This is an optimization exercise on Yosys and OpenROAD, whose aim is small area, a short achievable clock period and few clock cycles per item, not a production implementation.
In this exercise RTL edits were held to simulation tests only and were not proved equivalent to the original.
Power is estimated from default activity; no workload was simulated.

==> ember <==
## vehicle_arc_pose_integrator
module vehicle_arc_pose_integrator (
  input  logic         clk,
  input  logic         rst,
  input  logic         cfg_we,
  input  logic [15:0]  cfg_wdata,
  input  logic         s_tvalid,
  output logic         s_tready,
  input  logic [151:0] s_tdata,
  output logic         m_tvalid,
  input  logic         m_tready,
  output logic [143:0] m_tdata
);
Settings: LEC_CHECK=0, CAP_MARGIN=20, CORE_MARGIN=2, CORE_UTILIZATION=35, SLEW_MARGIN=20; clock period 13.5 ns.
run.sh (not shown) runs the stock make flow with config.mk's settings and CLKGATE_MAP_FILE= SYNTH_SCRIPT=/design/flow/synth_recipe.tcl, a recipe that flattens the netlist after the stock synthesis.
==> yarrow (differences from ember) <==
--- a/flow/design.v
+++ b/flow/design.v
@@ -69,20 +69,20 @@
   logic [23:0] dvd;
   logic [5:0] dcnt;
   logic skipping;
   logic [63:0] hacc;
   logic signed [33:0] d3;
   logic [1:0] qd_r;
   logic div_steer;
-  logic dphase;
+  logic dphase, dprev;
   logic signed [31:0] c0x, c0y;
   logic c0f;
   logic signed [31:0] cx, cy, cz;
   logic cflip, cbusy, cbg;
-  logic [4:0] ci;
+  logic [4:0] ci, ciy_n;
   logic p_arc;
   logic signed [32:0] ma_r, mb_r;
   logic signed [31:0] mop;
   logic mprev;
   logic signed [34:0] acc_a, acc_b;
   logic [1:0] lo_a, lo_b;
   logic [3:0] mcnt;
@@ -133,16 +133,16 @@
   logic signed [31:0] cx_n, cy_n, cz_n;
   logic [32:0] cx_w, cy_w, cz_w;
   logic xsub, ysub, diff_step, e01;
   always_comb begin
     diff_step = (rstate == R_DIFF);
     e01 = c0f ^ cflip;
     xs = cx >>> ci;
-    ys = cy >>> ci;
-    atv = $signed(vapi_pkg::atan_bam(ci));
+    ys = cy >>> (~ciy_n);
+    atv = $signed(vapi_pkg::atan_bam(cbusy ? ci : 5'd31));
     xb = diff_step ? c0x : ys;
     yb = diff_step ? c0y : xs;
     xsub = diff_step ? !e01 : !cz[31];
     ysub = diff_step ? !e01 : cz[31];
     cx_w = {cx, 1'b1} + {xb ^ {32{xsub}}, xsub};
     cy_w = {cy, 1'b1} + {yb ^ {32{ysub}}, ysub};
     cz_w = {cz, 1'b1} + {atv ^ {32{!cz[31]}}, !cz[31]};
@@ -211,15 +211,15 @@
     sum_b = 37'(acc_b) + $signed(bpp(mb, bd0, neg_b)) + ($signed(bpp(mb, bd1, neg_b)) <<< 2)
           + 37'(bd0[2] ^ neg_b) + (37'(bd1[2] ^ neg_b) << 2);
   end
   logic [24:0] dpart;
   always_comb begin
     logic [7:0] nv;
     logic [8:0] sp;
-    sp = dphase ? sv_f[15:7] : {sv_f[7:0], 1'b0};
+    sp = {sv_f[7:0], dprev};
     nv = '0;
     dpart = dphase ? hacc[24:0] : 25'd0;
     for (int k = 0; k < 4; k++) begin
       logic [2:0] b;
       logic one, two, ng;
       logic [18:0] v;
       b = sp[2*k +: 3];
@@ -256,46 +256,53 @@
   logic [31:0] load_h;
   assign load_h = {rem[7:0], dvd};
   logic signed [31:0] d3_src;
   logic signed [33:0] d3_n;
   assign d3_src = (fstate == F_ST0) ? 32'(sv_f) : r_work;
   assign d3_n = 34'(d3_src) + (34'(d3_src) <<< 1);
   always_ff @(posedge clk) begin
+    if (take_arc || ld_r_go) begin
+      cx <= vapi_pkg::CordicGainQ30; cy <= '0; ci <= '0; ciy_n <= '1;
+      cz <= fold_z(take_arc ? h_turn : load_h);
+      cflip <= fold_flip(take_arc ? h_turn : load_h);
+      cbg <= !take_arc;
+    end else if (cbusy && (ci != 5'(vapi_pkg::CordicSteps))) begin
+      cx <= cx_n; cy <= cy_n; cz <= cz_n;
+      ci <= ci + 5'd1; ciy_n <= ciy_n - 5'd1;
+    end
+  end
+  always_ff @(posedge clk) begin
     if (rst) begin
       fstate <= F_IDLE; rstate <= R_IDLE; pstate <= P_IDLE;
       m_tvalid <= 1'b0; min_turn_radius <= vapi_pkg::MinTurnRadiusReset;
       x_position <= '0; y_position <= '0; heading_angle <= '0; heading_work <= '0;
       steer_amount <= '0; r_reg <= '0; steer_work <= '0; r_work <= '0;
       tstate <= T_NONE;
       c0x <= 32'sd1073741826; c0y <= -32'sd76; c0f <= 1'b0;
       cbusy <= 1'b0;
     end else begin
       if (cfg_we) min_turn_radius <= cfg_wdata;
       if (m_tvalid && m_tready) m_tvalid <= 1'b0;
-      if (cbusy) begin
-        if (ci != 5'(vapi_pkg::CordicSteps)) begin
-          cx <= cx_n; cy <= cy_n; cz <= cz_n;
-          ci <= ci + 5'd1;
-        end else begin
-          cbusy <= 1'b0;
-          if (cbg) begin
-            c0x <= cx; c0y <= cy; c0f <= cflip;
-          end
+      if (cbusy && (ci == 5'(vapi_pkg::CordicSteps))) begin
+        cbusy <= 1'b0;
+        if (cbg) begin
+          c0x <= cx; c0y <= cy; c0f <= cflip;
         end
       end
       unique case (fstate)
         F_IDLE: if (s_tvalid) begin
           fcmd <= s_tdata[1:0];
           unique case (s_tdata[1:0])
             2'd0: begin   
               sv_f <= $signed(s_tdata[33:18]);
               rem <= 31'(s_tdata[49:34]);
               f_sgn <= s_tdata[33];
               f_arc <= (steer_work != 0) && (r_work != 0);
               dphase <= 1'b0;
+              dprev <= 1'b0;
               fstate <= F_DMUL;
             end
             2'd1: begin   
               sv_f <= sv_in;
               fstate <= F_ST0;
             end
             2'd2: begin   
@@ -306,14 +313,16 @@
             end
             default: fstate <= F_WAIT;
           endcase
         end
         F_DMUL: if (!dphase) begin
           dvd[7:0] <= dpart[7:0];
           hacc[24:0] <= 25'($signed(dpart[24:8]));
+          sv_f <= {{8{sv_f[15]}}, sv_f[15:8]};
+          dprev <= sv_f[7];
           dphase <= 1'b1;
         end else begin
           rem <= 31'(dpart[22:16]);
           dvd[23:8] <= dpart[15:0];
           if (f_arc) begin
             dcnt <= 6'd48; hacc <= '0; skipping <= 1'b1; qd_r <= 2'd0;
             div_steer <= 1'b0;
@@ -363,17 +372,15 @@
           hacc <= {hacc[61:0], 2'd0} + hadd;
           fstate <= F_WAIT;
         end
         F_WAIT: begin
           if (take_arc || take_straight) fstate <= F_IDLE;
           if (ld_r_go) begin
             heading_work <= load_h;
-            cx <= vapi_pkg::CordicGainQ30; cy <= '0; ci <= '0;
-            cz <= fold_z(load_h); cflip <= fold_flip(load_h);
-            cbusy <= 1'b1; cbg <= 1'b1;
+            cbusy <= 1'b1;
             ld_r_done <= 1'b1;
           end
           if (f_defer) begin
             if (fcmd == 2'd1) begin
               steer_work <= sv_f;
               r_work <= hacc[31:0];
             end
@@ -416,17 +423,15 @@
         if (tstate == T_AFTER_R) tstate <= T_AFTER_P;
         pstate <= P_MUL;
         rstate <= R_IDLE;
       end
       if ((rstate == R_COR) && (ci == 5'(vapi_pkg::CordicSteps - 1))) rstate <= R_DIFF;
       if (take_arc) begin
         heading_work <= h_turn;
-        cx <= vapi_pkg::CordicGainQ30; cy <= '0; ci <= '0;
-        cz <= fold_z(h_turn); cflip <= fold_flip(h_turn);
-        cbusy <= 1'b1; cbg <= 1'b0;
+        cbusy <= 1'b1;
         rstate <= R_COR;
       end
       unique case (pstate)
         P_IDLE: if (take_straight) begin
           ma_r <= 33'(c0x); mb_r <= 33'(c0y);
           mop <= {1'b0, rem[6:0], dvd}; mprev <= 1'b0;
           neg_a <= f_sgn ^ c0f; neg_b <= f_sgn ^ c0f;
==> flow_metrics.py <==
metrics = {
    "outcome": {
        "status": "no timing/DRC/antenna violations",
    },
    "logic_synthesis": {
        "ys_top_cells_by_area": "edfxtp_1 (18%), ha_1 (9.6%), dfxtp_1 (9.0%)",
        "yosysSeqAreaShare_pct": 27.4,
    },
    "timing": {
        "timing.final.crit_share_pct": 63.3,
        "max_slew.worst_pin.slew_ns": 1.38,
    },
    "setup_path": {
        "crit_start": "dphase",
        "reg2reg_setup_slack_ns": 4.95,
        "required_ns": 14.12,
        "cp.buffers_inverters": 2,
    },
    "cells_and_area": {
        "nFillCells": 21998,
        "finalNonFillerCells": 12291,
        "n_all_buffers": 493,
        "design_area_um2": 86400,
    },
    "pwr": {
        "seqPwrFrac_pct": 16.9,
        "p_clk_share_pct": 12.7,
        "power_clock_mw": 2.85,
    },
    "global_route": {
        "grtUsageMet3_pct": 3.93,
    },
}
(the above is from ember)
==> flow_metrics.py <==
metrics = {
    "outcome": {
        "status": "no timing/DRC/antenna violations",
    },
    "logic_synthesis": {
        "synth_xor_area_share_pct": 9.50,
        "yosysSeqAreaShare_pct": 25.8,
        "ys_top_cells_by_area": "edfxtp_1 (16%), dfxtp_1 (10%), ha_1 (9.5%)",
    },
    "timing": {
        "timing.final.crit_share_pct": 58.9,
        "max_slew.worst_pin.slew_ns": 1.31,
    },
    "pwr": {
        "power_clock_mw": 3.00,
        "p_clk_share_pct": 11.6,
        "seqPwrFrac_pct": 15.1,
        "power.total_mw": 25.9,
    },
    "global_route": {
        "grtUsageMet3_pct": 4.92,
    },
    "cells_and_area": {
        "nFillCells": 22121,
        "n_all_buffers": 489,
        "finalNonFillerCells": 12677,
        "design_area_um2": 86600,
    },
    "setup_path": {
        "crit_start": "sv_f[1]",
        "reg2reg_setup_slack_ns": 5.55,
        "required_ns": 14.01,
        "cp.buffers_inverters": 3,
    },
    "drt": {
        "drcViolationCount": 0,
    },
}
(the above is from yarrow)
Testbench counts of ember, summed over its fixed seeds: cycles 199,480, items 9,600.
Testbench counts of yarrow, summed over its fixed seeds: cycles 199,480, items 9,600.

* * *

==> inputs of run a <==
vehicle_arc_pose_integrator, a different RTL version from the one above (not shown whole).
Settings: LEC_CHECK=0, CAP_MARGIN=20, CORE_MARGIN=2, CORE_UTILIZATION=50, SLEW_MARGIN=20; clock period 13.5 ns.
==> run b: changes against run a <==
CORE_UTILIZATION = 40   (was 50)
==> run c: changes against run a <==
--- a/flow/design.v
+++ b/flow/design.v
@@ -267,22 +267,18 @@
   logic [31:0] load_h;
   assign load_h = {rem[7:0], dvd};
   logic signed [31:0] d3_src;
   logic signed [33:0] d3_n;
   assign d3_src = (fstate == F_ST0) ? 32'(sv_f) : r_work;
   assign d3_n = 34'(d3_src) + (34'(d3_src) <<< 1);
   always_ff @(posedge clk) begin
     if (take_arc || ld_r_go) begin
-      logic [31:0] z0;
-      z0 = fold_z(take_arc ? h_turn : load_h);
-      cx <= vapi_pkg::CordicGainQ30;
-      cy <= z0[31] ? -vapi_pkg::CordicGainQ30 : vapi_pkg::CordicGainQ30;
-      cz <= {z0[31:29] + (z0[31] ? 3'b001 : 3'b111), z0[28:0]};
-      ci <= 5'd1; ciy_n <= 5'b11110;
+      cx <= vapi_pkg::CordicGainQ30; cy <= '0; ci <= '0; ciy_n <= '1;
+      cz <= fold_z(take_arc ? h_turn : load_h);
       cflip <= fold_flip(take_arc ? h_turn : load_h);
       cbg <= !take_arc;
     end else if (cbusy && (ci != 5'(vapi_pkg::CordicSteps))) begin
       cx <= cx_n; cy <= cy_n; cz <= cz_n;
       ci <= ci + 5'd1; ciy_n <= ciy_n - 5'd1;
     end
   end
   always_ff @(posedge clk) begin
CORE_UTILIZATION = 40   (was 50)
==> summary.txt <==
| quantity | run c | run b | run a |
|---|---|---|---|
| Outcome | no timing/DRC/antenna violations | no timing/DRC/antenna violations | no timing/DRC/antenna violations |
| End of the critical path | rem[19]$_SDFFCE_PP0P_ | d3[32]$_DFFE_PP_ | acc_b[32]$_DFFE_PN_ |
| Min Hold Slack | 0.471 ns | 0.474 ns | 0.473 ns |
| Fraction of area in multi-input gates | 0.615 | 0.613 | 0.618 |
| Max-Slew Margin vs Limit | 0.251 | 0.111 | 0.151 |
| Post-synth EDFFs | 414 | 446 | 446 |
| Final period util | 0.523 | 0.482 | 0.489 |
| Total length of routed wires | 313 mm | 317 mm | 317 mm |
| Sequential area share after synthesis | 0.269 | 0.272 | 0.272 |
| Placed instance area | 80,700 um^2 | 80,700 um^2 | 80,100 um^2 |
| Proportion of layout cells with a drive suffix above 1 | 0.0562 | 0.0538 | 0.0545 |
| Required time reported for the critical path endpoint | 14.00 ns | 14.01 ns | 13.98 ns |
| Largest clock skew in the final design | 0.0536 ns | 0.0302 ns | 0.0512 ns |
| Worst supply voltage drop on vdd | 481 uV | 395 uV | 696 uV |
| Yosys cell types | 95 | 106 | 106 |
| Number of global-route vias before repair | 67.7k | 68.4k | 68.0k |
| Number of fill cells in the layout | 18.5k | 18.6k | 14.2k |
| Power per cell area | 293 nW/um^2 | 277 nW/um^2 | 284 nW/um^2 |
| Leakage | 34.9 nW | 34.3 nW | 34.2 nW |
| Number of antenna repair diodes | 4 | 3 | 5 |
| Maximum achievable frequency | 142 MHz | 154 MHz | 152 MHz |
Testbench counts of run a, summed over its fixed seeds: cycles 199,098, items 9,600.
Testbench counts of run b, summed over its fixed seeds: cycles 199,098, items 9,600.
Testbench counts of run c, summed over its fixed seeds: cycles 202,530, items 9,600.

## afterwards: timing with drivers on the ports
In the flow no input, the clock included, has a driving cell. The finished layouts below were timed again as built, in two steps. Step 1 (the two cells are an assumption about what drives the block):
set clk [get_ports {clk}]
set_driving_cell -lib_cell sky130_fd_sc_hd__clkbuf_16 $clk
set_driving_cell -lib_cell sky130_fd_sc_hd__buf_2 [delete_from_list [all_inputs] $clk]
Step 2, shift: input delay + t, output delay - t, t = (earliest + latest rising clock arrival at the registers) / 2. This alone moves slack from input paths to output paths. Slacks: ideal / step 1 / step 2; pairs: ideal / step 1.
run | t, ns | slack for setup (ns) | worst setup path at the end | latest minus earliest clock arrival (ns)
ember | 0.841 | 4.948 / 4.948 / 4.948 | register to register | 0.058 / 0.058
yarrow | 0.856 | 5.550 / 5.550 / 5.416 | input to register | 0.036 / 0.036
run a | 0.827 | 6.901 / 6.901 / 6.901 | register to register | 0.055 / 0.055
run b | 0.845 | 6.989 / 6.989 / 6.989 | register to register | 0.031 / 0.031
run c | 0.843 | 6.439 / 6.439 / 5.781 | input to register | 0.054 / 0.054
After both steps setup and hold are still met in every run listed. For run c, which loses most, drivers alone change the setup slack by 0.000 ns; drivers and shift together by -0.658 ns.
